From an optimization exercise on the open Yosys and OpenROAD flow, aimed at small area and a short achievable clock period; shortcuts taken in it are not production practice. RTL that was checked went through simulation tests only; none was proved equivalent to the original. Power figures rest on the tool's default switching activity, not on a simulated workload.

== run A ==
Design dma_rx_unpacker, start of the top module:
module dma_rx_unpacker #(
  parameter int          FIFO_DEPTH = 16,
  parameter logic [15:0] HDR_MAGIC  = dma_pkg::DMA_HDR_MAGIC,
  localparam int         LVL_W      = $clog2(FIFO_DEPTH) + 1
) (
  input  logic                  clk,
  input  logic                  reset_n,
  input  logic [dma_pkg::DMA_BEAT_W-1:0] dma_read_data,
  input  logic                  dma_read_valid,
  output logic [dma_pkg::DMA_WORD_W-1:0] out_data,
  output logic                  out_valid,
  input  logic                  out_ready,
  output logic                  out_last,
  output logic [LVL_W-1:0]      fifo_level,
  output logic                  overflow,
  input  logic                  ovf_clr,
  output logic                  frame_err,
  output logic [31:0]           frame_cnt,
  output logic [31:0]           drop_cnt
);
make LEC_CHECK=0 CAP_MARGIN=20 CORE_MARGIN=2 CORE_UTILIZATION=40 CTS_CLUSTER_DIAMETER=80 CTS_CLUSTER_SIZE=28 SETUP_SLACK_MARGIN=3.05 SLEW_MARGIN=20 finish   # period 5.5 ns
run.sh (not shown) runs the stock make flow with config.mk's settings and CLKGATE_MAP_FILE= SYNTH_SCRIPT=/design/flow/synth_recipe.tcl, a recipe that flattens the netlist after the stock synthesis.
--- input diff run A..run B ---
Settings: ABC_CLOCK_PERIOD_IN_PS now 2500, previously not set; CTS_CLUSTER_SIZE now 25, was 28.
==> notes.md <==
Run B ended with every stage complete and zero timing, DRC or antenna violations.
Diff run A..run B | synthesized area | unchanged
[compare] base=run A new=run B: required time at the worst-slack endpoint decreased by 1.75 ns relative to the old numbers, via total after detailed routing lost 178, final area shows a reduction of 290 um^2, non-clock buffer instance count of the final layout shows no meaningful change.
Run B consumes less power than run A does.
In the reports for run B and run A, the smaller transition time at the pin with the least slew margin belongs to run A.

lane 4:
Another version of the RTL of dma_rx_unpacker (not shown whole).
Size in the first run: roughly 4,300 cells after synthesis, ~2,200 flip-flops, about 240 I/O pins.
Settings: LEC_CHECK=0, CAP_MARGIN=20, CORE_MARGIN=2, CORE_UTILIZATION=40, SETUP_SLACK_MARGIN=2.7, SLEW_MARGIN=20; clock period 5.5 ns.
Relative to lane 4, the following input files were edited for lane 1:
-- flow/config.mk --
<<< lane 4, line 10
export CORE_UTILIZATION = 40
export SETUP_SLACK_MARGIN = 2.7
export SLEW_MARGIN = 20
>>> lane 1, line 10
export CORE_UTILIZATION = 40
export SLEW_MARGIN = 20
## What came out
When lane 1 is set beside lane 4, its data required time of the worst path turns out to be 0.03 ns smaller. Between lane 4 and lane 1, static leakage decreased. Compared with lane 4, lane 1 shows a critical path depth that is 2 lower. Lane 1 against lane 4: hold slack grew by 0.041 ns; clock group total power shrank by about 3%.

dma_rx_unpacker with an RTL version that a note above also has.
For scale: about 240 I/O pins, roughly 82000 sq um of cells after synthesis.
Settings: LEC_CHECK=0, CAP_MARGIN=20, CORE_MARGIN=2, CORE_UTILIZATION=40, CTS_CLUSTER_DIAMETER=80, CTS_CLUSTER_SIZE=25, PLACE_DENSITY=0.7, SETUP_SLACK_MARGIN=3.1, SLEW_MARGIN=20; clock period 5.5 ns.
The starting point ran to the end with no violations.
==> next run, changes <==
Settings changed: PLACE_DENSITY 0.7 to unset, SETUP_SLACK_MARGIN 3.1 to 3.05.
Total power came out higher slightly.
Critical path depth came out lower by 6.
Worst hold slack improves by 0.025 ns.
Clock power came out higher by a few percent.
Non-clock buffer count came out lower by 3.
==> next run, changes <==
Settings changed: CAP_MARGIN 20 to 5, SLEW_MARGIN 20 to 5.
Result: The new run produced a clean layout. Total power stays flat. Count of clock-buffer cells in the layout increases by 2. Wire length went down by about 0.6%. Final area stays flat. Global-route usage is about the same. Utilization went down by 0.12 points. Worst setup slack improves by 0.0085 ns.
==> next run, changes <==
Settings changed: CAP_MARGIN 5 to 20, SETUP_SLACK_MARGIN 3.05 to 2.95, SLEW_MARGIN 5 to 20.
Outcome: Power decreases slightly; clock skew decreases by 0.0079 ns; core utilization decreases by 0.59 points; clock-buffer cell count increases by 13; sequential share of layout area increases by 0.90 points; via count decreases slightly.
==> next run, changes <==
Settings changed: GPL_ROUTABILITY_DRIVEN set to 0, SETUP_SLACK_MARGIN 2.95 to 3.05.
Routed wire length goes up by 2.2%.
Setup slack is better by 0.059 ns.
Cell count goes up by 1.0%.
Register-to-register slack is better by 0.12 ns.
Global-route usage goes up by 0.38 points.
Count of clock-buffer cells in the layout goes down by 15.
Cell area goes up by 1.5%.
Utilization goes up by 0.71 points.
Synthesized cell count does not change.
Total power goes up by 1.3%.

v6:
Another version of the RTL of dma_rx_unpacker (not shown whole).
For scale: about 4300 cells after synthesis, about 0.082 mm^2 of cells after synthesis.
clock: 5.5 ns
lec_check: 0
cap_margin: 20
core_margin: 2
core_utilization: 40
cts_cluster_diameter: 100
cts_cluster_size: 30
setup_slack_margin: 2.95
slew_margin: 20
Changes in v7 relative to v6:
--- a/flow/config.mk
+++ b/flow/config.mk
@@ -9,6 +9,4 @@
 export CORE_MARGIN = 2
 export CORE_UTILIZATION = 40
-export CTS_CLUSTER_DIAMETER = 100
-export CTS_CLUSTER_SIZE = 30
 export SETUP_SLACK_MARGIN = 2.95
 export SLEW_MARGIN = 20
[summary]
v7: no failed stages, no open violations at the end
In the flow results for v7 and v6, the area of all placed cells without fillers is larger on v7.
Delta (v7 minus v6): count of clock-buffer cells in the layout increased 165; relative contribution of the clock network to total power increased 12 points; sequential share of power decreased 9.5 points.
Total power consumption of the routed design for v7: about 17% up relative to v6
v7 vs v6: total via count in the routed design up slightly
Max area growth from synthesis to layout across v7 and v6: v7
Of v7 and v6, the run reporting the lower routed wire length on met3 was v7.
No functional check of the RTL was part of any run of this note.

dma_rx_unpacker, a different RTL version from the one above (not shown whole).
For scale: about 4300 cells after synthesis, roughly 2200 flip-flops.
clock: 5.5 ns
lec_check: 0
cap_margin: 20
core_margin: 2
core_utilization: 40
setup_slack_margin: 2.9
slew_margin: 20
Then changed:
Settings changed: CORE_UTILIZATION 40 to 65, PLACE_DENSITY from default to 0.75.
What happened: The changed run completed without violations. Total power hardly moves. Die area goes down by 38%. Fmax falls by 15%. Via count grows by 10%. Final cell count fell by 14%. Sequential share of layout area rose by 1.4 points. Clock-buffer cell count grows by 2. Synthesized cell count stays the same.
Function was not checked in any run of this note: the RTL went through the layout flow alone.

Another version of the RTL of dma_rx_unpacker (not shown whole).
For scale: roughly 4400 cells after synthesis, ~2300 flip-flops, ~0.083 mm2 of cells after synthesis.
==> flow/config.mk <==
export PLATFORM = sky130hd
export DESIGN_NAME = dma_rx_unpacker
export DESIGN_NICKNAME = dma_rx_unpacker
export VERILOG_FILES = /design/flow/design.v
export SDC_FILE = /design/flow/constraint.sdc
export NUM_CORES = 4
export LEC_CHECK = 0
export CAP_MARGIN = 20
export CORE_MARGIN = 2
export CORE_UTILIZATION = 50
export CTS_CLUSTER_DIAMETER = 80
export CTS_CLUSTER_SIZE = 25
export SETUP_SLACK_MARGIN = 3.05
export SLEW_MARGIN = 20
==> flow/constraint.sdc <==
create_clock -name core_clock -period 5.5 [get_ports {clk}]
set_input_delay 1.1000 -clock core_clock [delete_from_list [all_inputs] [get_ports {clk}]]
set_output_delay 1.1000 -clock core_clock [all_outputs]
set_load 0.01 [all_outputs]
The starting point produced a clean layout.
Next try:
- CORE_UTILIZATION: 50 -> 40
- GPL_ROUTABILITY_DRIVEN: not set -> 0
The new run ran to the end with no violations.
Die area climbs by a quarter to a third.
Critical path depth climbs by 7.
Clock skew came out higher by 0.027 ns.
Non-clock buffer count came out lower by 21.
Total power hardly moves.
Final area climbs slightly.
Register-to-register slack is worse by 0.04 ns.
Next try:
- GPL_ROUTABILITY_DRIVEN: 0 -> not set
=> The new run produced a clean layout. Global-route usage does not change. Cell area does not change. Total power stays the same. Worst setup slack does not change. Routed wire length does not change. Final cell count stays the same. Core utilization does not change. Hold slack stays the same. Area after synthesis is unchanged. Non-clock buffer count does not change.
Next try:
- SETUP_SLACK_MARGIN: 3.05 -> 3.15
After rerunning: Routed wire length grows by a few percent; non-clock buffer count grows by 110; register-to-register slack degrades by 0.02 ns; sequential cell count is unchanged; clock skew shrinks by 0.011 ns; sequential share of layout area shrinks by 1.2 points.
No run of this note included a check of the RTL's function; only the layout flow was run.

== run D ==
dma_rx_unpacker, a different RTL version from the one above (not shown whole).
Size in the first run: about 7200 cells after synthesis, about 2300 flip-flops, about 240 I/O pins.
Settings: LEC_CHECK=0, CAP_MARGIN=20, CORE_MARGIN=2, CORE_UTILIZATION=40, CTS_CLUSTER_DIAMETER=80, CTS_CLUSTER_SIZE=25, SETUP_SLACK_MARGIN=3.0, SLEW_MARGIN=20; clock period 5.5 ns.
## Diff of input files: run C against run D
Settings: changing SETUP_SLACK_MARGIN from 3.0 to 3.1.
Results
- Non-clock buffer count delta for run C relative to run D: 7.6% higher
- On register area, run C and run D are basically level.
- On met2 wire length, run C and run D are basically level.
- Lower number of cells traversed by the worst register-to-register path among run C and run D: run C
- Sequential share of cell area, run C and run D: lower on run C
- Between run C and run D, the difference in power dissipated in combinational cells is negligible.
- Run D → run C: relative area of clock buffers and inverters in the final design roughly the same, global-route usage now sits higher.
No functional check of the RTL was part of any run of this note.

-- static timing again, ports no longer ideal --
How much do the figures lean on ideal ports? The routed layouts below were timed once more, with nothing changed but the port constraints. Step 1, drivers: a clkbuf_16 drives clk and a buf_2 each remaining input, both assumed. Step 2, shift: input delay + t, output delay - t, t = (earliest + latest rising clock arrival at the registers) / 2. This alone moves slack from input paths to output paths. Three values: ideal ports, drivers, drivers and shift; two values: the first two.
run	t, ns	setup slack, ns	hold slack, ns	slew at the worst register clock pin (ns)
run A	0.883	2.925 / 2.851 / 2.271	0.282 / 0.251 / 0.440	0.11 / 0.11
run B	0.874	2.945 / 2.862 / 2.270	0.291 / 0.262 / 0.438	0.10 / 0.10
lane 4	0.944	2.373 / 2.373 / 2.080	0.235 / 0.187 / 0.436	0.07 / 0.07
lane 1	0.925	1.479 / 1.479 / 0.985	0.276 / 0.227 / 0.439	0.07 / 0.07
the first run of note 3	0.863	2.957 / 2.877 / 2.216	0.266 / 0.235 / 0.442	0.11 / 0.11
the second run of note 3	0.874	2.945 / 2.862 / 2.270	0.291 / 0.262 / 0.438	0.10 / 0.10
the third run of note 3	0.859	2.953 / 2.867 / 2.364	0.300 / 0.268 / 0.438	0.10 / 0.10
the fourth run of note 3	0.869	2.886 / 2.862 / 2.327	0.311 / 0.287 / 0.436	0.10 / 0.10
the fifth run of note 3	0.874	2.945 / 2.862 / 2.270	0.291 / 0.262 / 0.438	0.10 / 0.10
v6	0.848	2.728 / 2.754 / 1.906	0.370 / 0.339 / 0.443	0.12 / 0.12
v7	0.938	2.782 / 2.786 / 1.890	0.309 / 0.276 / 0.436	0.07 / 0.07
the first run of note 5	0.941	2.517 / 2.517 / 2.066	0.158 / 0.106 / 0.435	0.07 / 0.07
the second run of note 5	0.934	1.985 / 1.985 / 1.985	0.305 / 0.270 / 0.437	0.08 / 0.08
the first run of note 6	0.855	2.972 / 2.887 / 2.212	0.391 / 0.371 / 0.431	0.10 / 0.10
the second run of note 6	0.878	2.948 / 2.873 / 2.175	0.282 / 0.251 / 0.432	0.11 / 0.11
the third run of note 6	0.878	2.948 / 2.873 / 2.175	0.282 / 0.251 / 0.432	0.11 / 0.11
the fourth run of note 6	0.881	2.931 / 2.843 / 2.227	0.392 / 0.354 / 0.436	0.11 / 0.11
run D	0.915	2.906 / 2.834 / 2.025	0.313 / 0.287 / 0.435	0.11 / 0.11
run C	0.931	2.942 / 2.845 / 2.049	0.226 / 0.221 / 0.428	0.11 / 0.11
After both steps setup and hold are still met in every run listed. The setup slack of run C, which loses most, moves by -0.097 ns with the drivers and by -0.893 ns with both steps.
